Source: an optimization exercise on an open RTL-to-GDS flow (aim: small area, a short achievable clock period and few clock cycles per item). Production flows keep margins and buffers that such runs may drop.
RTL that was checked went through simulation tests only; none was proved equivalent to the original.
Only the layout flow was run in run 1; the RTL was not checked for function there.

==> flow/design.v, too long to show whole: its modules and the start of the top module <==
// module epoch_seconds_to_civil_date_top: 2318 lines
module epoch_seconds_to_civil_date_top (
	input  logic                                clk,
	input  logic                                arst_n,
	input  logic                                in_valid,
	output logic                                in_ready,
	input  logic signed [e2cd_pkg::SECS_W-1:0]  unix_seconds,
	output logic                                out_valid,
	input  logic                                out_ready,
	output logic signed [e2cd_pkg::YEAR_W-1:0]  year,
	output logic [e2cd_pkg::MONTH_W-1:0]        month,
	output logic [e2cd_pkg::DOM_W-1:0]          day_of_month,
	output logic [e2cd_pkg::WDAY_W-1:0]         weekday
);
  // ...
==> flow/run.sh <==
#!/bin/bash
# synth_recipe.tcl (not shown) runs the flow's synth.tcl, then flattens the netlist and writes it again
# the make line also repeats each setting of config.mk as NAME=value (left out here)
make -C /OpenROAD-flow-scripts/flow DESIGN_CONFIG=/design/flow/config.mk WORK_HOME=/design/flow/orfs CLKGATE_MAP_FILE= SYNTH_SCRIPT=/design/flow/synth_recipe.tcl finish
==> flow/config.mk <==
export PLATFORM = sky130hd
export DESIGN_NAME = epoch_seconds_to_civil_date_top
export DESIGN_NICKNAME = epoch_seconds_to_civil_date_top
export VERILOG_FILES = /design/flow/design.v
export SDC_FILE = /design/flow/constraint.sdc
export NUM_CORES = 4
export LEC_CHECK = 0
export CAP_MARGIN = 20
export CORE_MARGIN = 2
export CORE_UTILIZATION = 35
export SETUP_SLACK_MARGIN = 3.6
export SLEW_MARGIN = 20
==> flow/constraint.sdc <==
create_clock -name core_clock -period 8.5 [get_ports {clk}]
set_input_delay 1.7000 -clock core_clock [delete_from_list [all_inputs] [get_ports {clk}]]
set_output_delay 1.7000 -clock core_clock [all_outputs]
set_load 0.01 [all_outputs]
==> flow_metrics.tcl, run 1 <==
set metrics [dict create \
    status "complete, no violations" \
    cts_sinks 241 \
    crit_end "out_q[7]$_DFFE_PP_" \
    multiInputGateArea_um2 16900 \
    grt-busiest-layer "met2" \
    cts_made_buffers 29 \
    hold_depth 0 \
    syn_avg_cell_area_um2 11.5 \
    synth_seq_cells 241 \
    final_cell_mix "inv_1 (500), fa_1 (364), ha_1 (251)" \
    first_iter_violations 720 \
    yosysSeqAreaShare_pct 28.8 \
    synth.most_common_cell "inv_1" \
    synthToLayoutAreaGrowth_pct 21.9 \
    worst_slack_ns 3.18 \
    largest-register "s_0" \
    reg2reg_to "out_q[7]$_DFFE_PP_" \
    insertion_delay_ns 0.57 \
    worstSetupEndpointType "flip-flop" \
    antenna_found_initial 0 \
    initial_core_util_pct 35.2 \
    synth.area.mux_share_pct 0.395 \
    core.rowCount 98 \
    synthAdderAreaFrac_pct 44.3 \
    wl_met3_mm 2.01 \
    r2r_cells 20 \
    clock_skew_ns 0.0176 \
    clockBufferDepth 3 \
    use_met2_pct 27.4 \
    grt_pass1_wl_mm 91.5 \
    num-fill-cells 6661 \
    non_clock_buffer_count 263 \
    dpl_cell_area_um2 27100 \
    hold_viol 0 \
    drt_wl_total_mm 56.6 \
    multi_input_area_share_pct 55.3 \
    crit_family "adder cells" \
]
==> inputs of run 2 (changes only) <==
--- a/flow/design.v
+++ b/flow/design.v
@@ -2120,26 +2120,22 @@
 	assign hi_sum = 25'(hi_a) + 25'(hi_b);
 	logic [23:0] yhi;
 	assign yhi = hi_sum[23:0];
 	logic [19:0] n3p;
 	logic [5:0]  os1;
 	logic [3:0]  os2;
 	logic [2:0]  os3;
 	logic [2:0]  wd;
-	always_comb begin
-		n3p = 20'(n_3) + 20'd3;
-		os1 = '0;
-		for (int i = 0; i < 7; i++) begin
-			os1 = os1 + 6'(n3p[3*i +: 3]);
-		end
-		os2 = 4'(os1[2:0]) + 4'(os1[5:3]);
-		os3 = 3'(os2[2:0]) + 3'(os2[3]);
-		wd  = (os3 == 3'd7) ? 3'd0 : os3;
-	end
+	assign n3p = 20'(n_3) + 20'd3;
+	assign os1 = 6'(n3p[2:0]) + 6'(n3p[5:3]) + 6'(n3p[8:6]) + 6'(n3p[11:9])
+		+ 6'(n3p[14:12]) + 6'(n3p[17:15]) + 6'(n3p[19:18]);
+	assign os2 = 4'(os1[2:0]) + 4'(os1[5:3]);
+	assign os3 = 3'(os2[2:0]) + 3'(os2[3]);
+	assign wd  = (os3 == 3'd7) ? 3'd0 : os3;
 	logic [6:0]  yc_4;
 	logic [8:0]  ncl_4;
 	logic [23:0] yhi_4;
 	logic [2:0]  wd_4;
 	always_ff @(posedge clk) begin
 		if (adv) begin
 			yc_4  <= yc;
 			ncl_4 <= 9'(n_3) - tl;
==> flow/config.mk (replaced) <==
export PLATFORM = sky130hd
export DESIGN_NAME = epoch_seconds_to_civil_date_top
export DESIGN_NICKNAME = epoch_seconds_to_civil_date_top
export VERILOG_FILES = /design/flow/design.v
export SDC_FILE = /design/flow/constraint.sdc
export NUM_CORES = 4
export LEC_CHECK = 0
export CAP_MARGIN = 20
export CORE_MARGIN = 2
export CORE_UTILIZATION = 50
export SETUP_SLACK_MARGIN = 3.6
export SLEW_MARGIN = 20
==> flow_metrics.tcl, run 2 <==
set metrics [dict create \
    status "complete, no violations" \
    slew_headroom_pct 36.1 \
    synth_edf_count 241 \
    worstReg2RegStart "n_3[4]$_DFFE_PP_" \
    io_buffers 82 \
    insertion_delay_ns 0.59 \
    final_cells 3292 \
    critPathKind "reg -> reg" \
    ctsHoldBuffers 0 \
    cp_cell_sequence "clkinvlp_4 -> nor3_4 -> nand3_2 -> a21o_1 -> nor2_2 -> nand2_2 -> xnor2_2 -> fa_1 -> inv_2 -> fa_1 -> fa_1 -> inv_2 -> ha_4 -> a21o_1 -> a21oi_2 -> xor2_1 -> ha_1 -> a21o_1 -> a21o_1 -> ha_4 -> ha_4 -> xor2_2 -> xnor2_2 -> a21boi_2" \
    synthToLayoutAreaGrowth_pct 19.8 \
    maxCapViolations 0 \
    synth-async-reset-ratio_pct 2.43 \
    cp.arrival_ns 5.96 \
    h-tree-depth 1 \
    antenna_found_initial 0 \
    dieWidth_um 233 \
    track_usage_pct 22.2 \
    hold_viol 0 \
    final_cell_area_um2 31500 \
    nets 3326 \
    clockBufferDepth 3 \
    cp_max_fo 4 \
    drt_wl_total_mm 58.6 \
    largest_register_ff_count 41 \
    core.rowCount 83 \
    worstSetupEndpointType "flip-flop" \
    cpPeakStageDelay_ns 0.54 \
    drc_errors 0 \
    cp-start-kind "flip-flop" \
    core_um2 51600 \
    initial_core_util_pct 50.9 \
    tns_ns 0 \
    root_buffer "clkbuf_16" \
    dpl.cell_count 3063 \
    holdWs_ns 0.417 \
    final_cell_mix "inv_1 (515), fa_1 (379), ha_1 (257)" \
    finalMaxSlewViolations 0 \
    drive_gt1_share_pct 16.9 \
    first_iter_violations 827 \
    antenna_left 0 \
    ys.flop_type "edfxtp_1" \
    firstDrtPassIters 5 \
    synth_seq_cells 247 \
    reg2reg_slack_ns 2.86 \
    synth.most_common_cell "inv_1" \
    fin_util_pct 60.9 \
    dpl_cell_area_um2 28100 \
    rsz0062_at_grt "yes" \
    yosysSeqAreaShare_pct 28.1 \
    cpMaxStageDelayCell "fa_1" \
    crit_end "wd_4[2]$_SDFFCE_PN0P_" \
    gp_congestion 0.894 \
    n_antenna_cell 0 \
    io-pin-count 90 \
    place_hpwl_mm 44.7 \
    crit_start "n_3[4]$_DFFE_PP_" \
    reg2reg_to "wd_4[2]$_SDFFCE_PN0P_" \
    netlist_area_um2 26300 \
    synth_largest_area_cell "fa_1" \
    fin_crit_sh_pct 66.3 \
    clk_pin_slew_ns 0.06 \
    r2r_cells 24 \
    hp-class "reg -> reg" \
    cts_made_buffers 30 \
    die_y_um 233 \
    ys_top_cells_by_area "fa_1 (30%), edfxtp_1 (28%), ha_1 (14%)" \
    cts_sinks 247 \
    timing.final.crit_period_ns 5.64 \
    vias 17100 \
    synth_top_area_share_pct 30.0 \
    setup_viol 0 \
    cts_tree "done" \
    grt_overflow_total 0 \
    syn_avg_cell_area_um2 11.4 \
    synth.top_cells.by_count "inv_1 (561), fa_1 (394), ha_1 (288)" \
    required_ns 8.83 \
    crit_top_cell "a21o_1" \
    worst_slack_ns 2.86 \
    clock.fmax_ghz 0.177 \
    dpl_worst_slack_ns 2.40 \
    top_regs "s_0 x41, out_q x36" \
    largest-register "s_0" \
    mostFrequentLayoutCell "inv_1" \
    grt_pass1_vias 18500 \
    postSynthCellCount 2310 \
    grt_pass1_wl_mm 94.9 \
    dieArea_um2 54400 \
    worstMarginPinSlew_ns 0.958 \
    vias_per_cell 5.21 \
    num-fill-cells 4141 \
    grt_max_degree 76 \
    yosysUniqueCellTypes 73 \
    wire_per_inst_um 17.8 \
    clock_skew_ns 0.0269 \
    synth_warnings 1 \
]
==> run 2: cell count changes after synthesis, sizes merged, moves of 7 or more <==
cell and delta:
ha +9, nor3 +7, fa +15, nand4 +7
a41oi +7, xnor2 +12, inv +31, a21o +9
and2 +9
==> run 2: how the worst min path moves through the flow <==
stage	from	to	slack [ns]	cells past startpoint
after global placement	q0_2[8]$_DFFE_PP_	q0_3[8]$_DFFE_PP_	0.40	0
final	q0_2[12]$_DFFE_PP_	q0_3[12]$_DFFE_PP_	0.42	0
after global routing	s_0[6]$_DFFE_PP_	ulo_1[6]$_DFFE_PP_	0.42	0
after floorplan	wd_4[0]$_SDFFCE_PN0P_	out_q[0]$_DFFE_PP_	0.40	0
after CTS	s_0[18]$_DFFE_PP_	ulo_1[18]$_DFFE_PP_	0.42	0
after detailed placement	q0_2[12]$_DFFE_PP_	q0_3[12]$_DFFE_PP_	0.40	0
==> run 2: per-layer routing <==
| metal | vias to the layer above | global-route usage (%) | part of all wire [%] |
|---|---|---|---|
| li1 | 8119 | - | - |
| met5 | - | 0 | 0 |
| met4 | 0 | 5.69 | 2.6 |
| met3 | 94 | 2.80 | 3.8 |
| met2 | 350 | 39.6 | 51 |
| met1 | 8578 | 28.7 | 42 |
==> run 2: final cells by class <==
type | instances | area, um^2 | area share (%)
Timing Repair Buffer | 263 | 2270 | 7.22
Clock buffer | 37 | 840 | 2.67
Clock inverter | 15 | 151 | 0.481
Multi-Input combinational cell | 1488 | 17800 | 56.5
Inverter | 562 | 2180 | 6.94
Tap cell | 680 | 851 | 2.70
Sequential cell | 247 | 7390 | 23.5
==> run 2: worst max-delay path: cells and delay by family (launching register included) <==
family                   cells  cell delay, ns
buffers and inverters        3            0.29
AND/OR/NAND/NOR              4            0.53
AO/OA/AOI/OAI                6            1.06
XOR/XNOR                     4            0.69
adder cells (fa/ha/maj)      7            2.35
flip-flops                   1            0.48
==> run 2: cell families (layout without fill, tap and decap cells) <==
logic type	after synthesis	after routing	synth area share, %
buf+inv	576	877	8.24
flops	247	247	28.1
xor+xnor	155	155	5.20
mux	9	9	0.381
simple gates	319	320	6.11
compound gates	322	322	8.19
fa+ha+maj	682	682	43.8
==> run 2: what timing repair did <==
item,CTS,global route
setup endpoints to repair,57,53
buffers inserted,112,64
gates resized for setup,127,104
pin swaps,91,90
gates cloned,1,0
endpoints found under the hold margin,0,0
Testbench counts of run 2, summed over its fixed seeds: cycles 32,048, items 32,000.
==> inputs of run 3 (changes only) <==
--- a/flow/config.mk
+++ b/flow/config.mk
@@ -7,6 +7,6 @@
 export LEC_CHECK = 0
 export CAP_MARGIN = 20
 export CORE_MARGIN = 2
-export CORE_UTILIZATION = 50
-export SETUP_SLACK_MARGIN = 3.6
+export CORE_UTILIZATION = 35
+export SETUP_SLACK_MARGIN = 4.0
 export SLEW_MARGIN = 20
==> flow_metrics.tcl, run 3 <==
set metrics [dict create \
    status "complete, no violations" \
    drt_wl_total_mm 62.7 \
    initial_core_util_pct 35.3 \
    fin_crit_sh_pct 65.7 \
    firstDrtPassIters 5 \
    antenna_found_initial 0 \
    gp_congestion 0.907 \
    tns_ns 0 \
    num-fill-cells 6932 \
    cp.arrival_ns 5.87 \
    cts_sinks 247 \
    vias 17400 \
    required_ns 8.78 \
    io_buffers 82 \
    core_um2 74300 \
    n_antenna_cell 0 \
    top_regs "s_0 x41, out_q x36" \
    cp-start-kind "flip-flop" \
    synth_warnings 1 \
    core.rowCount 100 \
    hold_viol 0 \
    hp-class "reg -> reg" \
    io-pin-count 90 \
    antenna_left 0 \
    synth.top_cells.by_count "inv_1 (561), fa_1 (394), ha_1 (288)" \
    dpl.cell_count 3352 \
    nets 3370 \
    wire_per_inst_um 17.3 \
    drc_errors 0 \
    final_cell_mix "inv_1 (513), fa_1 (370), ha_1 (247)" \
    h-tree-depth 2 \
    cp_max_fo 3 \
    syn_avg_cell_area_um2 11.4 \
    cts_made_buffers 34 \
    timing.final.crit_period_ns 5.59 \
    grt_pass1_vias 19200 \
    die_y_um 278 \
    critPathKind "reg -> reg" \
    clock.fmax_ghz 0.179 \
    postSynthCellCount 2310 \
    slew_headroom_pct 37.7 \
    cpPeakStageDelay_ns 0.53 \
    grt_overflow_total 0 \
    root_buffer "clkbuf_16" \
    place_hpwl_mm 45.8 \
    synth_seq_cells 247 \
    first_iter_violations 942 \
    cts_tree "done" \
    track_usage_pct 16.5 \
    final_cells 3630 \
    synth_largest_area_cell "fa_1" \
    synth.most_common_cell "inv_1" \
    largest_register_ff_count 41 \
    clock_skew_ns 0.0167 \
    mostFrequentLayoutCell "inv_1" \
    dieWidth_um 278 \
    insertion_delay_ns 0.54 \
    setup_viol 0 \
    clockBufferDepth 3 \
    worstSetupEndpointType "flip-flop" \
    synthToLayoutAreaGrowth_pct 24.7 \
    cp_cell_sequence "clkinvlp_4 -> nor3_4 -> nand3_2 -> a21o_1 -> buf_6 -> nor4_4 -> xnor2_2 -> fa_1 -> inv_1 -> fa_1 -> fa_1 -> inv_2 -> ha_4 -> a21o_1 -> a21oi_2 -> xor2_1 -> ha_1 -> a21o_1 -> a21o_1 -> ha_2 -> ha_4 -> xor2_2 -> xnor2_2 -> a21boi_1" \
    yosysUniqueCellTypes 73 \
    grt_pass1_wl_mm 102 \
    grt_max_degree 73 \
    synth-async-reset-ratio_pct 2.43 \
    vias_per_cell 4.81 \
    worstMarginPinSlew_ns 0.934 \
    ys_top_cells_by_area "fa_1 (30%), edfxtp_1 (28%), ha_1 (14%)" \
    maxCapViolations 0 \
    rsz0062_at_grt "yes" \
    largest-register "s_0" \
    synth_top_area_share_pct 30.0 \
    finalMaxSlewViolations 0 \
    ys.flop_type "edfxtp_1" \
    crit_top_cell "a21o_1" \
    cpMaxStageDelayCell "fa_1" \
    synth_edf_count 241 \
    clk_pin_slew_ns 0.05 \
    drive_gt1_share_pct 21.0 \
    ctsHoldBuffers 0 \
    yosysSeqAreaShare_pct 28.1 \
    dieArea_um2 77200 \
    netlist_area_um2 26300 \
]
run 3: cell counts after synthesis:
Identical to the previous run, type by type.
run 3: path summary, 6_finish.rpt:
kind | depth (start not counted) | endpoint | start | slack (ns)
max in group asynchronous | 1 | vld_q[4]$_DFFE_PN0P_ | arst_n | 6.89
max reg2reg | 24 | wd_4[2]$_SDFFCE_PN0P_ | n_3[4]$_DFFE_PP_ | 2.91
min in group asynchronous | 1 | vld_q[1]$_DFFE_PN0P_ | arst_n | 1.39
min reg2reg | 0 | q0_3[4]$_DFFE_PP_ | q0_2[4]$_DFFE_PP_ | 0.41
min | 0 | q0_3[4]$_DFFE_PP_ | q0_2[4]$_DFFE_PP_ | 0.41
max | 24 | wd_4[2]$_SDFFCE_PN0P_ | n_3[4]$_DFFE_PP_ | 2.91
run 3: through the flow:
| step | area (um^2) | hold slack [ns] | utilization (%) | worst slack, ns |
|---|---|---|---|---|
| after global routing | 32700 | 0.425 | 44.1 | 2.63 |
| after CTS | 31800 | 0.413 | 42.8 | 2.94 |
| after global placement | 28800 | 0.400 | 38.7 | 2.40 |
| final | 32700 | 0.415 | 44.1 | 2.91 |
| after floorplan | 26800 | 0.400 | - | 3.05 |
| after detailed placement | 28800 | 0.405 | 38.7 | 2.25 |
run 3: layer usage:
metal / global-route usage, % / routed length, um
met1: 21.2 / 27100
met4: 4.23 / 1660
met2: 29.3 / 31300
met5: 0 / 0
met3: 2.33 / 2680
run 3: final cells by class:
class	count	area (um^2)	share of cell area [%]
clock inverter	22	204	0.623
sequential	247	7390	22.6
inverter	562	2190	6.68
tap	969	1210	3.70
clock buffer	39	891	2.72
multi-input combinational	1489	18200	55.7
timing repair buffer	302	2640	8.05
run 3: logic make-up (layout without fill, tap and decap cells):
| family | Yosys count | in the layout | synth area share (%) |
|---|---|---|---|
| adders and majority gates | 682 | 682 | 43.8 |
| DFF | 247 | 247 | 28.1 |
| and+or+nand+nor | 319 | 321 | 6.11 |
| buffers and inverters | 576 | 925 | 8.24 |
| AOI/OAI and AO/OA | 322 | 322 | 8.19 |
| muxes | 9 | 9 | 0.381 |
| xor gates and xnor gates | 155 | 155 | 5.20 |
run 3: what timing repair did:
action / CTS / global route
setup buffers: 168 / 47
endpoints found under the setup margin: 75 / 70
resized for setup: 152 / 115
cloned: 2 / 0
pin swaps: 124 / 99
run 3: worst max-delay path: cells and delay by family, from the launching register on:
kind / cells / cell delay, ns
xor gates and xnor gates: 4 / 0.62
DFF: 1 / 0.48
AOI/OAI and AO/OA: 6 / 0.93
adders and majority gates: 7 / 2.32
buffers and inverters: 4 / 0.42
and+or+nand+nor: 3 / 0.53
==> inputs of run 4 (changes only) <==
--- a/flow/config.mk
+++ b/flow/config.mk
@@ -8,5 +8,5 @@
 export CAP_MARGIN = 20
 export CORE_MARGIN = 2
 export CORE_UTILIZATION = 35
-export SETUP_SLACK_MARGIN = 4.0
+export SETUP_SLACK_MARGIN = 3.0
 export SLEW_MARGIN = 20
==> flow_metrics.tcl, run 4 <==
set metrics [dict create \
    place_hpwl_mm 45.2 \
    min_to "out_q[2]$_DFFE_PP_" \
    firstDrtPassIters 4 \
    hold_viol 0 \
    n_antenna_cell 0 \
    core.rowCount 100 \
    setup_viol 0 \
    synthXorXnorAreaFrac_pct 5.20 \
    mostFrequentLayoutCell "inv_1" \
    postSynthCellCount 2310 \
    initial_core_util_pct 35.3 \
    antenna_found_initial 0 \
    finalMaxSlewViolations 0 \
    synth.area.mux_share_pct 0.381 \
    cpMaxStageDelayCell "fa_1" \
    dpl_cell_area_um2 28300 \
    timing.final.crit_period_ns 5.75 \
    top_regs "s_0 x41, out_q x36" \
    cts_made_buffers 30 \
    required_ns 8.83 \
    largest_register_ff_count 41 \
    synth_compound_area_share_pct 8.19 \
    cp-start-kind "flip-flop" \
    gp_congestion 0.926 \
    synth.top_cells.by_count "inv_1 (561), fa_1 (394), ha_1 (288)" \
    root_buffer "clkbuf_16" \
    synth-async-reset-ratio_pct 2.43 \
    crit_family "adder cells" \
    drc_errors 0 \
    hp-start "wd_4[2]$_SDFFCE_PN0P_" \
    r2r_cells 25 \
    worstMarginPinSlew_ns 0.974 \
    yosysUniqueCellTypes 73 \
    synthToLayoutAreaGrowth_pct 15.6 \
    dpl_worst_slack_ns 2.18 \
    fin_crit_sh_pct 67.7 \
    worstSetupEndpointType "flip-flop" \
    reg2reg_to "wd_4[2]$_SDFFCE_PN0P_" \
    tns_ns 0 \
    hold_depth 0 \
    grt_pass1_vias 18300 \
    regArea_um2 7390 \
    vias 16700 \
    netlist_area_um2 26300 \
    final_cell_area_um2 30400 \
    grt_pass1_wl_mm 95.6 \
    synth_top_area_share_pct 30.0 \
    critPathBufInv 5 \
    yosys.area_share.simple_pct 6.11 \
    ctsHoldBuffers 0 \
    synth_seq_cells 247 \
    nets 3232 \
    vias_per_cell 4.78 \
    synth_largest_area_cell "fa_1" \
    yosysSeqAreaShare_pct 28.1 \
    insertion_delay_ns 0.60 \
    maxCapViolations 0 \
    final_cell_mix "inv_1 (537), fa_1 (392), ha_1 (278)" \
    worst_slack_ns 2.75 \
    hp-class "reg -> reg" \
    num-fill-cells 7109 \
    status "complete, no violations" \
    grt_max_degree 176 \
    antenna_left 0 \
    cts_sinks 247 \
    fin_util_pct 40.9 \
    cpPeakStageDelay_ns 0.56 \
    dieArea_um2 77200 \
    rsz0062_at_grt "yes" \
    die_y_um 278 \
    synth_warnings 1 \
    multiInputGateArea_um2 17100 \
    cts_tree "done" \
    cp_max_fo 3 \
    grt_overflow_total 0 \
    ys_top_cells_by_area "fa_1 (30%), edfxtp_1 (28%), ha_1 (14%)" \
    crit_top_cell "a21o_1" \
    clock_skew_ns 0.0398 \
    largest-register "s_0" \
    dieWidth_um 278 \
    cp.arrival_ns 6.08 \
    wire_per_inst_um 16.7 \
    worstReg2RegStart "n_3[4]$_DFFE_PP_" \
    syn_avg_cell_area_um2 11.4 \
    io_buffers 82 \
    io-pin-count 90 \
    core_um2 74300 \
    synth_edf_count 241 \
    clockBufferDepth 3 \
    critPathKind "reg -> reg" \
    drt_wl_total_mm 58.4 \
    track_usage_pct 15.3 \
    clk_pin_slew_ns 0.09 \
    dpl.cell_count 3348 \
    first_iter_violations 843 \
    final_cells 3491 \
    synth.most_common_cell "inv_1" \
    synthAdderAreaFrac_pct 43.8 \
    clock.fmax_ghz 0.174 \
    synth_top_family_by_area "adder cells" \
    slew_headroom_pct 35.1 \
    ys.flop_type "edfxtp_1" \
    h-tree-depth 1 \
    drive_gt1_share_pct 9.83 \
    reg2reg_slack_ns 2.75 \
]
==> run 4: cell counts after synthesis <==
No cell type changed its count.
==> run 4: worst max-delay path by stage <==
stage / startpoint / to / slack (ns) / cells after the start
finish: n_3[4]$_DFFE_PP_ / wd_4[2]$_SDFFCE_PN0P_ / 2.75 / 25
global placement: n_3[3]$_DFFE_PP_ / wd_4[0]$_SDFFCE_PN0P_ / 2.35 / 24
CTS: n_3[4]$_DFFE_PP_ / wd_4[2]$_SDFFCE_PN0P_ / 2.80 / 24
floorplan: n_3[9]$_DFFE_PP_ / wd_4[0]$_SDFFCE_PN0P_ / 3.01 / 20
detailed placement: n_3[3]$_DFFE_PP_ / wd_4[0]$_SDFFCE_PN0P_ / 2.18 / 24
global route: n_3[4]$_DFFE_PP_ / wd_4[2]$_SDFFCE_PN0P_ / 2.53 / 24
==> run 4: cell type report <==
type,instances,area share [%]
tap,969,3.99
timing repair buffer,169,4.91
clock inverter,20,0.635
clock buffer,36,2.62
multi-input combinational,1488,56.4
inverter,562,7.12
sequential,247,24.3
==> run 4: cells by family (layout without fill, tap and decap cells) <==
kind of cell | after synthesis | count (layout)
mux | 9 | 9
xor+xnor | 155 | 155
buf+inv | 576 | 787
simple gates | 319 | 320
flops | 247 | 247
fa+ha+maj | 682 | 682
compound gates | 322 | 322
==> run 4: routing by layer <==
metal / vias up / part of all wire [%] / global-route usage (%)
li1: 7927 / - / -
met1: 8321 / 44 / 20.1
met2: 327 / 49 / 26.8
met3: 114 / 4.1 / 2.01
met4: 0 / 2.8 / 4.01
met5: - / 0 / 0
==> run 4: per-stage QoR <==
| stage | hold WS (ns) |
|---|---|
| CTS | 0.397 |
| detailed placement | 0.405 |
| floorplan | 0.400 |
| global route | 0.421 |
| finish | 0.393 |
| global placement | 0.402 |
==> run 4: repair_timing <==
action / CTS / global route
endpoints found under the setup margin: 37 / 34
pin swaps: 18 / 11
gates resized for setup: 38 / 55
gates cloned: 0 / 1
setup buffers: 47 / 39

## separate check: timing with driven ports
The flow's constraints put no driver on any port. The routed layouts listed below were extracted and timed again, unchanged, in two steps.
Step 1: set_driving_cell puts a clkbuf_16 on clk and a buf_2 on each other input, an assumption about the parent block.
Step 2 also shifts input and output timing later by t, the mid clock arrival at the registers, as if the neighbouring blocks saw the same clock.
Slacks: ideal / step 1 / step 2; pairs: ideal / step 1.
run	t (ns)	setup WS [ns]	worst setup path at the end
run 1	0.619	3.181 / 3.181 / 3.181	register to register
run 2	0.631	2.863 / 2.863 / 2.863	register to register
run 3	0.587	2.914 / 2.914 / 2.914	register to register
run 4	0.635	2.748 / 2.748 / 2.748	register to register
After both steps setup and hold are still met in every run listed.
